This is an optimization exercise on Yosys and OpenROAD, whose aim is small area, not a production implementation.
Only simulation tests tie the RTL to the original design; equivalence was not proved.

==> flow/design.v <==
package cpuPkg;
    localparam int XLEN = 32;
    localparam logic [6:0] OP_R      = 7'b0110011;
    localparam logic [6:0] OP_IMM    = 7'b0010011;
    localparam logic [6:0] OP_LOAD   = 7'b0000011;
    localparam logic [6:0] OP_STORE  = 7'b0100011;
    localparam logic [6:0] OP_JAL    = 7'b1101111;
    localparam logic [6:0] OP_JALR   = 7'b1100111;
    localparam logic [6:0] OP_BRANCH = 7'b1100011;
endpackage
`timescale 1ns/10ps
module regFile (
    input  logic       clk,
    input  logic [4:0] rs1,
    input  logic [4:0] rs2,
    input  logic [4:0] rd,
    input  logic       we,
    input  logic       wbit,
    output logic       abit,
    output logic       bbit
);
    logic [31:0] head;
    assign head[0] = 1'b0;
    for (genvar r = 1; r < 32; r++) begin : ring
        logic [31:0] q;
        always_ff @(posedge clk) begin
            q <= {(we && rd == 5'(r)) ? wbit : q[0], q[31:1]};
        end
        assign head[r] = q[0];
    end
    assign abit = head[rs1];
    assign bbit = head[rs2];
endmodule
`timescale 1ns/10ps
import cpuPkg::*;
module cpuTop (
    input  logic        clk,
    input  logic        rst,
    output logic        memReq,
    output logic        memWe,
    output logic [31:0] memAddr,
    output logic [31:0] memWdata,
    input  logic        memAck,
    input  logic [31:0] memRdata,
    output logic        halted
);
    typedef enum logic [2:0] {
        S_FETCH = 3'b000, S_DATA = 3'b001, S_PASS1 = 3'b010, S_PASS2 = 3'b011,
        S_INIT = 3'b100, S_HALT = 3'b101
    } stateT;
    stateT       state;
    logic [4:0]  cnt;
    logic        reqQ;
    logic [31:0] addrQ;
    logic [31:0] wdataNQ;    
    logic [4:0]  rdQ;
    logic [1:0]  kindQ;
    logic        storeData;
    logic        carryQ;
    logic        incQ;
    logic        ltQ;
    logic        neqQ;
    logic        first;
    logic        last;
    logic        inInit;
    logic        inPass1;
    logic        inPass2;
    assign first = (cnt == 5'd0);
    assign last = (cnt == 5'd31);
    assign inInit = (state == S_INIT);
    assign inPass1 = (state == S_PASS1);
    assign inPass2 = (state == S_PASS2);
    logic [6:0] op;
    logic [2:0] f3;
    logic isOp, isOpImm, isLoad, isStore, isJal, isJalr, isBranch, isLegal, isSlt;
    assign op = memRdata[6:0];
    assign f3 = memRdata[14:12];
    assign isOp = (op == OP_R);
    assign isOpImm = (op == OP_IMM);
    assign isLoad = (op == OP_LOAD);
    assign isStore = (op == OP_STORE);
    assign isJal = (op == OP_JAL);
    assign isJalr = (op == OP_JALR);
    assign isBranch = (op == OP_BRANCH);
    assign isLegal = isOp | isOpImm | isLoad | isStore | isJal | isJalr | isBranch;
    assign isSlt = (isOp | isOpImm) && f3 == 3'b010;
    logic ldBit;
    logic hiBit;
    logic loBit;
    logic serBit;
    logic [15:0] hiField;
    logic [7:0]  loField;
    assign hiField = {{4{memRdata[31]}}, memRdata[31:20]};
    assign loField = memRdata[14:7];
    assign ldBit = memRdata[cnt];
    assign hiBit = hiField[cnt[3:0]];
    assign loBit = loField[cnt[2:0]];
    always_comb begin
        if (inPass2) begin
            serBit = ldBit;
        end else if (cnt == 5'd0) begin
            serBit = (isBranch || isJal) ? 1'b0 : (isStore ? memRdata[7] : memRdata[20]);
        end else if (cnt[4:3] == 2'b00 && (!cnt[2] || cnt[1:0] == 2'b00)) begin
            serBit = (isStore || isBranch) ? loBit : hiBit;
        end else if (!cnt[4] && !(cnt[3] && (cnt[2] || cnt[1:0] == 2'b11))) begin
            serBit = hiBit;
        end else if (cnt == 5'd11) begin
            serBit = isBranch ? memRdata[7] : (isJal ? memRdata[20] : memRdata[31]);
        end else if (!cnt[4] || cnt[3:2] == 2'b00) begin
            serBit = isJal ? ldBit : memRdata[31];
        end else begin
            serBit = memRdata[31];
        end
    end
    logic aBit;
    logic bBit;
    logic pcBit;
    logic wbit;
    logic we;
    logic [4:0] rs2Sel;
    assign rs2Sel = inPass2 ? rdQ : memRdata[24:20];
    regFile regs (
        .clk(clk), .rs1(memRdata[19:15]), .rs2(rs2Sel), .rd(rdQ),
        .we(we), .wbit(wbit), .abit(aBit), .bbit(bBit)
    );
    assign pcBit = addrQ[0];
    logic x;
    logic y;
    logic yy;
    logic sub;
    logic cin;
    logic sum;
    logic aluRes;
    assign x = (isJal || isBranch) ? pcBit : aBit;
    assign y = isOp ? bBit : serBit;
    assign sub = isOp && f3 == 3'b000 && memRdata[30];
    assign yy = y ^ sub;
    assign cin = first ? sub : carryQ;
    assign sum = x ^ yy ^ cin;
    always_comb begin
        case (f3)
            3'b100:  aluRes = x ^ y;
            3'b110:  aluRes = x | y;
            3'b111:  aluRes = x & y;
            default: aluRes = sum;
        endcase
    end
    logic cy;
    logic diff;
    logic ltIn;
    logic ltFinal;
    logic neqFinal;
    logic taken;
    assign cy = isBranch ? bBit : y;
    assign diff = aBit ^ cy;
    assign ltIn = first ? 1'b0 : ltQ;
    assign ltFinal = diff ? aBit : ltIn;
    assign neqFinal = (first ? 1'b0 : neqQ) | diff;
    always_comb begin
        case (f3)
            3'b000:  taken = !neqFinal;
            3'b001:  taken = neqFinal;
            3'b100:  taken = ltFinal;
            3'b101:  taken = !ltFinal;
            default: taken = 1'b0;
        endcase
        taken = taken && isBranch;
    end
    logic incBit;
    assign incBit = pcBit ^ incQ;
    always_ff @(posedge clk) begin
        carryQ <= (x & yy) | (x & cin) | (yy & cin);
        incQ <= (cnt == 5'd1) | (pcBit & incQ & !last);
        ltQ <= diff ? (last ? aBit : cy) : ltIn;
        neqQ <= neqFinal;
    end
    assign storeData = isStore && memRdata[24:20] != 5'd0;
    always_comb begin
        if (inPass1) begin
            we = ((isOp || isOpImm) && !isSlt) || isJal || isJalr || isStore;
            wbit = (isJal || isJalr || isStore) ? incBit : aluRes;
        end else begin
            we = inPass2 && kindQ != 2'b10;
            case (kindQ)
                2'b00:   wbit = serBit;
                2'b01:   wbit = !wdataNQ[0];
                default: wbit = first & ltQ;
            endcase
        end
    end
    logic addrIn;
    always_comb begin
        if (inPass1) begin
            if (isLoad || isStore || isJal || isJalr) addrIn = sum && !(first && isJalr);
            else addrIn = incBit;
        end else if (inPass2) begin
            case (kindQ)
                2'b01:   addrIn = bBit;
                2'b11:   addrIn = addrQ[0];
                default: addrIn = !wdataNQ[0];
            endcase
        end else begin
            addrIn = 1'b0;
        end
    end
    always_ff @(posedge clk) begin
        if (inInit || inPass1 || inPass2) addrQ <= {addrIn, addrQ[31:1]};
        if (inPass1 || inPass2) begin
            wdataNQ <= {!(storeData ? bBit : (isBranch ? sum : incBit)), wdataNQ[31:1]};
        end
    end
    always_ff @(posedge clk) begin
        if (rst) begin
            state <= S_INIT;
            cnt <= 5'd0;
            reqQ <= 1'b0;
        end else begin
            cnt <= cnt + 5'd1;
            case (state)
                S_INIT: if (last) state <= S_FETCH;
                S_FETCH, S_DATA: begin
                    if (!reqQ) begin
                        if (!memAck) reqQ <= 1'b1;
                    end else if (memAck) begin
                        if (state == S_FETCH && !isLegal) begin
                            reqQ <= 1'b0;
                            state <= S_HALT;
                        end else if (last) begin
                            state <= (state == S_FETCH) ? S_PASS1 : S_PASS2;
                        end
                    end
                end
                S_PASS1: if (last) begin
                    reqQ <= 1'b0;
                    if (isLoad || isStore) state <= S_DATA;
                    else if (isSlt || taken) state <= S_PASS2;
                    else state <= S_FETCH;
                end
                S_PASS2: if (last) begin
                    reqQ <= 1'b0;
                    state <= S_FETCH;
                end
                default: state <= S_HALT;
            endcase
        end
    end
    always_ff @(posedge clk) begin
        if (state == S_FETCH && reqQ && memAck) rdQ <= isStore ? memRdata[24:20] : memRdata[11:7];
        if (inPass1) begin
            kindQ <= {!isLoad && !storeData, !isLoad && !(isStore && !storeData) && !isBranch};
        end
    end
    assign memReq = reqQ;
    assign memWe = (kindQ == 2'b01 || kindQ == 2'b10) && state == S_DATA;
    assign memAddr = addrQ;
    assign memWdata = ~(wdataNQ | {32{kindQ == 2'b10}});
    assign halted = (state == S_HALT);
endmodule
export LEC_CHECK = 0
export ABC_AREA = 1
export CAP_MARGIN = 20
export CORE_MARGIN = 2
export CORE_UTILIZATION = 60
export PLACE_DENSITY = 0.75
export SLEW_MARGIN = 20
create_clock -name core_clock -period 8.0 [get_ports {clk}]
standard.sh (not shown) runs the stock make flow with config.mk's settings and CLKGATE_MAP_FILE= SYNTH_SCRIPT=/design/flow/synth_recipe.tcl, a recipe that flattens the netlist after the stock synthesis.
==> flow/flow/run.sh <==
#!/bin/bash
# The standard layout (standard.sh) with these changes:
#  - synthesis maps the logic with an area-oriented ABC script
#    (flow/synth_area.tcl wraps synth_recipe.tcl; registers are untouched)
#    and leaves adders to ABC instead of mapping them to adder cells first;
#  - ports are buffered with buf_1 instead of the default buffer cell;
#  - clock tree synthesis with small leaf buffers and no dummy loads.
# The whole make output goes to standard.log in this folder; ORFS's own
# per-step logs stay under orfs/logs/.
set -o pipefail
export FLOW_FLOW_DIR=$PWD
export BUFFER_PORTS_ARGS="-buffer_cell sky130_fd_sc_hd__buf_1"
export CTS_ARGS="-sink_clustering_enable -repair_clock_nets -dont_use_dummy_load -buf_list sky130_fd_sc_hd__clkbuf_4 -sink_clustering_size 12 -sink_clustering_max_diameter 40"
sed "s#SYNTH_SCRIPT=[^ ]*#SYNTH_SCRIPT=$PWD/flow/synth_area.tcl ADDER_MAP_FILE=#" standard.sh > standard_area.sh
bash standard_area.sh > standard.log 2>&1
==> flow/flow/abc_area.script <==
strash
balance
rewrite
refactor
balance
rewrite
rewrite -z
balance
refactor -z
rewrite -z
balance
dch -f
amap -m
==> flow/flow/synth_area.tcl <==
# The standard flow's synthesis script (synth_recipe.tcl, which runs ORFS's synth.tcl)
# with one change: the combinational mapping step uses an area-oriented
# ABC script (flow/abc_area.script) instead of ORFS's delay-driven one.
# Flip-flop mapping, flattening and renaming are the standard flow's own.
proc abc {args} {
  set out {}
  set skip 0
  foreach a $args {
    if {$skip} { set skip 0; continue }
    if {$a eq "-script" || $a eq "-D" || $a eq "-constr"} { set skip 1; continue }
    lappend out $a
  }
  yosys abc -script $::env(FLOW_FLOW_DIR)/flow/abc_area.script {*}$out
}
source $::env(FLOW_FLOW_DIR)/synth_recipe.tcl
The baseline finished clean.
Rerun with:
--- a/flow/design.v
+++ b/flow/design.v
@@ -19,13 +19,17 @@
     output logic       abit,
     output logic       bbit
 );
     logic [31:0] head;
+    logic [3:0]  selLo;
+    logic [7:0]  selHi;
+    assign selLo = we ? (4'b1 << rd[1:0]) : 4'b0;
+    assign selHi = 8'b1 << rd[4:2];
     assign head[0] = 1'b0;
     for (genvar r = 1; r < 32; r++) begin : ring
         logic [31:0] q;
         always_ff @(posedge clk) begin
-            q <= {(we && rd == 5'(r)) ? wbit : q[0], q[31:1]};
+            q <= {(selHi[r / 4] && selLo[r % 4]) ? wbit : q[0], q[31:1]};
         end
         assign head[r] = q[0];
     end
     assign abit = head[rs1];
Result: Global-route usage went down by 0.23 points; critical path depth shrinks by 5; synthesized area is about the same; first-iteration DRC count is lower by 0.93%; wire length shrinks by 1.1%; maximum frequency fell by 5.3%; final cell count drops by 0.35%; synthesized cell count shrinks by 0.59%.

re-timing with driven ports:
In the flow no input, the clock included, has a driving cell. The finished layouts below were timed again as built, in two steps.
Step 1 assumes that a clkbuf_16 drives the clock port and a buf_2 every other input.
Step 2, shift: input delay + t, output delay - t, t = (earliest + latest rising clock arrival at the registers) / 2. This alone moves slack from input paths to output paths.
a / b / c = ideal / step 1 / step 2; a / b = the first two.
run	shift t [ns]	slack for setup (ns)	worst hold slack (ns)	worst setup path after step 2	clock arrival spread, ns
the first run	0.818	1.775 / 1.775 / 1.301	0.273 / 0.273 / 0.273	input to register	0.091 / 0.091
the second run	0.823	1.427 / 1.427 / 1.078	0.264 / 0.264 / 0.264	input to register	0.106 / 0.105
After both steps every run listed still meets setup and hold. For the first run, which loses most, drivers alone change the setup slack by 0.000 ns; drivers and shift together by -0.474 ns.
